Context: an optimization exercise on an open-source flow, tuned for small area, a short achievable clock period and few clock cycles. The choices shown serve that exercise and are no tape-out recipe.
RTL that was checked went through simulation tests only; none was proved equivalent to the original.

==> flow/design.v <==
`default_nettype none
package kmp_pkg;
    localparam int MAX_PATTERN   = 16;
    localparam int IDX_BITS      = $clog2(MAX_PATTERN);
    localparam int LEN_BITS      = IDX_BITS + 1;
    localparam int POSITION_BITS = 16;
    localparam int MATCH_BITS    = 16;
    localparam int CFG_BITS      = 64;
    localparam int PAT_BITS      = 8 * MAX_PATTERN;
    typedef logic [7:0]          t_byte;
    typedef logic [IDX_BITS-1:0] t_idx;
    typedef logic [LEN_BITS-1:0] t_len;    
    typedef logic [PAT_BITS-1:0] t_pattern;
    typedef enum logic [1:0] {
        CFG_PAT_LOW  = 2'd0,
        CFG_PAT_HIGH = 2'd1,
        CFG_PAT_LEN  = 2'd2
    } t_cfg_idx;
    typedef struct packed {
        logic busy;    
        logic clear;   
    } t_ctrl;
    function automatic t_byte pat_byte(input t_pattern pat, input t_idx k);
        pat_byte = pat[8*k +: 8];
    endfunction
endpackage
`default_nettype wire
`default_nettype none
module kmp_substring_search
(
    input  wire                 i_clk,
    input  wire                 i_rst_n,
    input  wire                 i_cfg_we,
    input  wire [1:0]           i_cfg_index,
    input  wire [63:0]          i_cfg_data,
    input  wire                 i_text_valid,
    input  wire [7:0]           i_text_byte,
    input  wire                 i_text_is_final,
    output wire                 o_text_ready,
    output wire                 o_result_valid,
    output wire                 o_result_found,
    output wire [15:0]          o_result_index,
    input  wire                 i_result_ready
);
    logic [63:0] r_pat_lo;
    logic [63:0] r_pat_hi;
    logic        r_lo_ok;      
    logic        r_hi_ok;      
    logic [4:0]  r_nn;         
    logic        r_clear_d;    
    logic        cfg_hit;
    logic [4:0]  cfg_len;
    logic [4:0]  cfg_nn;
    assign cfg_hit = i_cfg_we && (i_cfg_index != 2'd3);
    assign cfg_len = (i_cfg_data[4] && |i_cfg_data[3:0]) ? 5'd16 : i_cfg_data[4:0];
    always_comb begin
        logic lower;
        lower = 1'b0;
        for (int i = 0; i < 5; i++) begin
            cfg_nn[i] = cfg_len[i] ^ lower;
            lower     = lower | cfg_len[i];
        end
    end
    always_ff @(posedge i_clk) begin
        if (i_cfg_we && i_cfg_index == 2'd0) r_pat_lo <= i_cfg_data;
        if (i_cfg_we && i_cfg_index == 2'd1) r_pat_hi <= i_cfg_data;
    end
    always_ff @(posedge i_clk) begin
        if (!i_rst_n) begin
            r_lo_ok   <= 1'b0;
            r_hi_ok   <= 1'b0;
            r_nn      <= '0;
            r_clear_d <= 1'b0;
        end else begin
            r_clear_d <= cfg_hit;
            if (i_cfg_we && i_cfg_index == 2'd0) r_lo_ok <= 1'b1;
            if (i_cfg_we && i_cfg_index == 2'd1) r_hi_ok <= 1'b1;
            if (i_cfg_we && i_cfg_index == 2'd2) r_nn <= cfg_nn;
        end
    end
    logic [15:0] m_last;
    logic [15:0] m_prev;
    logic        n_zero;
    logic        n_le1;
    always_comb begin
        for (int k = 0; k < 16; k++) begin
            m_last[k] = (r_nn == 5'(32 - (k + 1)));
            m_prev[k] = (r_nn == 5'(32 - (k + 2)));
        end
    end
    assign n_zero = (r_nn == 5'd0);
    assign n_le1  = (r_nn == 5'd0) || (r_nn == 5'd31);
    logic [15:0] q_start;
    logic        q_at_sat;
    always_comb begin
        logic lower;
        lower = 1'b1;
        for (int i = 0; i < 5; i++) begin
            q_start[i] = !n_zero && (r_nn[i] ^ lower);
            lower      = lower & r_nn[i];
        end
    end
    assign q_start[15:5] = {11{!n_le1}};
    logic        r_rdy;
    logic        r_frz;
    logic        r_v1, r_f1;
    logic [7:0]  r_b1;
    logic [15:0] r_d;
    logic        r_v2, r_f2, r_h2;
    logic        r_ans;
    logic [15:0] r_q;
    logic        r_out_valid;
    logic        r_out_found;
    logic [15:0] r_out_index;
    logic [15:0] eq;
    logic        zb;
    logic [15:0] dn;
    logic        hit1;
    assign zb = (r_b1 == 8'd0);
    always_comb begin
        for (int k = 0; k < 8; k++) begin
            eq[k]     = r_lo_ok ? (r_b1 == r_pat_lo[8*k +: 8]) : zb;
            eq[k + 8] = r_hi_ok ? (r_b1 == r_pat_hi[8*k +: 8]) : zb;
        end
    end
    assign dn   = {r_d[14:0], 1'b1} & eq;
    assign hit1 = n_zero || |(dn & m_last);
    logic decide2;
    logic issue;
    logic ans_n;
    assign decide2 = r_v2 && !r_ans && (r_h2 || r_f2);
    assign issue   = !r_frz && decide2;
    assign ans_n   = (!r_frz && r_v2) ? (!r_f2 && (r_ans || r_h2)) : r_ans;
    logic cm1;
    logic maybe_n;
    logic out_valid_n;
    assign cm1         = n_le1 || |(r_d & m_prev);
    assign maybe_n     = r_frz ? decide2 : (r_v1 && !ans_n && (r_f1 || cm1));
    assign out_valid_n = issue || (r_out_valid && !i_result_ready);
    logic [15:0] q_inc;
    logic [15:0] q_carry;
    assign q_at_sat = (&r_q[15:5]) && (r_q[4:0] == r_nn);
    assign q_carry[0] = !q_at_sat;
    for (genvar i = 1; i < 16; i++) begin : g_carry
        assign q_carry[i] = !q_at_sat && (&r_q[i-1:0]);
    end
    assign q_inc = r_q ^ q_carry;
    always_ff @(posedge i_clk) begin
        if (!i_rst_n) begin
            r_rdy       <= 1'b0;
            r_frz       <= 1'b0;
            r_v1        <= 1'b0;
            r_v2        <= 1'b0;
            r_d         <= '0;
            r_ans       <= 1'b0;
            r_out_valid <= 1'b0;
        end else if (cfg_hit) begin
            r_rdy       <= 1'b1;
            r_frz       <= 1'b0;
            r_v1        <= 1'b0;
            r_v2        <= 1'b0;
            r_d         <= '0;
            r_ans       <= 1'b0;
            r_out_valid <= out_valid_n;
        end else begin
            r_frz       <= out_valid_n && maybe_n;
            r_rdy       <= !(out_valid_n && maybe_n);
            r_out_valid <= out_valid_n;
            if (!r_frz) begin
                r_v1 <= i_text_valid && r_rdy;
                r_v2 <= r_v1;
                if (r_v1) r_d <= r_f1 ? 16'd0 : dn;
            end
            r_ans <= ans_n;
        end
    end
    always_ff @(posedge i_clk) begin
        if (!i_rst_n) begin
            r_q <= '0;
        end else if (r_clear_d) begin
            r_q <= q_start;
        end else if (!r_frz && r_v2) begin
            r_q <= r_f2 ? q_start : q_inc;
        end
    end
    always_ff @(posedge i_clk) begin
        if (!r_frz) begin
            r_b1 <= i_text_byte;
            r_f1 <= i_text_is_final;
            r_h2 <= hit1;
            r_f2 <= r_f1;
        end
        if (issue) begin
            r_out_found <= r_h2;
            r_out_index <= r_h2 ? r_q : 16'd0;
        end
    end
    assign o_text_ready   = r_rdy;
    assign o_result_valid = r_out_valid;
    assign o_result_found = r_out_found;
    assign o_result_index = r_out_index;
endmodule
`default_nettype wire
Settings: LEC_CHECK=0, CAP_MARGIN=20, CORE_MARGIN=2, CORE_UTILIZATION=40, PLACE_DENSITY=0.6, SETUP_SLACK_MARGIN=3.6, SLEW_MARGIN=20; clock period 5.5 ns.
run.sh (not shown) runs the stock make flow with config.mk's settings and CLKGATE_MAP_FILE= SYNTH_SCRIPT=/design/flow/synth_recipe.tcl, a recipe that flattens the netlist after the stock synthesis.
The starting point completed without violations.
Testbench counts at the start, summed over its fixed seeds: cycles 19,925.
Edit:
--- a/flow/design.v
+++ b/flow/design.v
@@ -137,15 +137,17 @@
     assign cm1         = n_le1 || |(r_d & m_prev);
     assign maybe_n     = r_frz ? decide2 : (r_v1 && !ans_n && (r_f1 || cm1));
     assign out_valid_n = issue || (r_out_valid && !i_result_ready);
     logic [15:0] q_inc;
     logic [15:0] q_carry;
     assign q_at_sat = (&r_q[15:5]) && (r_q[4:0] == r_nn);
-    assign q_carry[0] = !q_at_sat;
-    for (genvar i = 1; i < 16; i++) begin : g_carry
-        assign q_carry[i] = !q_at_sat && (&r_q[i-1:0]);
+    always_comb begin
+        for (int i = 0; i < 16; i++) begin
+            q_carry[i] = !q_at_sat;
+            for (int j = 0; j < i; j++) q_carry[i] = q_carry[i] & r_q[j];
+        end
     end
     assign q_inc = r_q ^ q_carry;
     always_ff @(posedge i_clk) begin
         if (!i_rst_n) begin
             r_rdy       <= 1'b0;
             r_frz       <= 1'b0;
After rerunning:
- The new run finished with timing, DRC and antenna clean
- routed wire length grows by 1.9%
- worst hold slack is worse by 0.0055 ns
- final area drops by 0.71%
- count of clock-buffer cells in the layout shrinks by 2
- non-clock buffer count came out lower by 6
Only the layout flow was run in the second run of this note; the RTL was not checked for function there.

==> afterwards: timing with drivers on the ports <==
The flow's constraints put no driver on any port. The routed layouts listed below were extracted and timed again, unchanged, in two steps. Step 1 (the two cells are an assumption about what drives the block):
set clk [get_ports {i_clk}]
set_driving_cell -lib_cell sky130_fd_sc_hd__clkbuf_16 $clk
set_driving_cell -lib_cell sky130_fd_sc_hd__buf_2 [delete_from_list [all_inputs] $clk]
Step 2 adds t to the input delays and takes it off the output delays; t is the mean of the earliest and latest rising clock arrival at the registers after step 1. Input paths then give back, and output paths get back, about the clock's delay inside the block. Three values: no drivers, after step 1, after step 2; two values: the first two.
run | t (ns) | slack for setup (ns) | worst setup path at the end
the first run | 0.544 | 3.384 / 3.343 / 3.119 | input to register
the second run | 0.553 | 1.470 / 1.470 / 1.470 | register to register
After both steps every run listed still meets setup and hold. For the first run, which loses most, drivers alone change the setup slack by -0.041 ns; drivers and shift together by -0.265 ns.
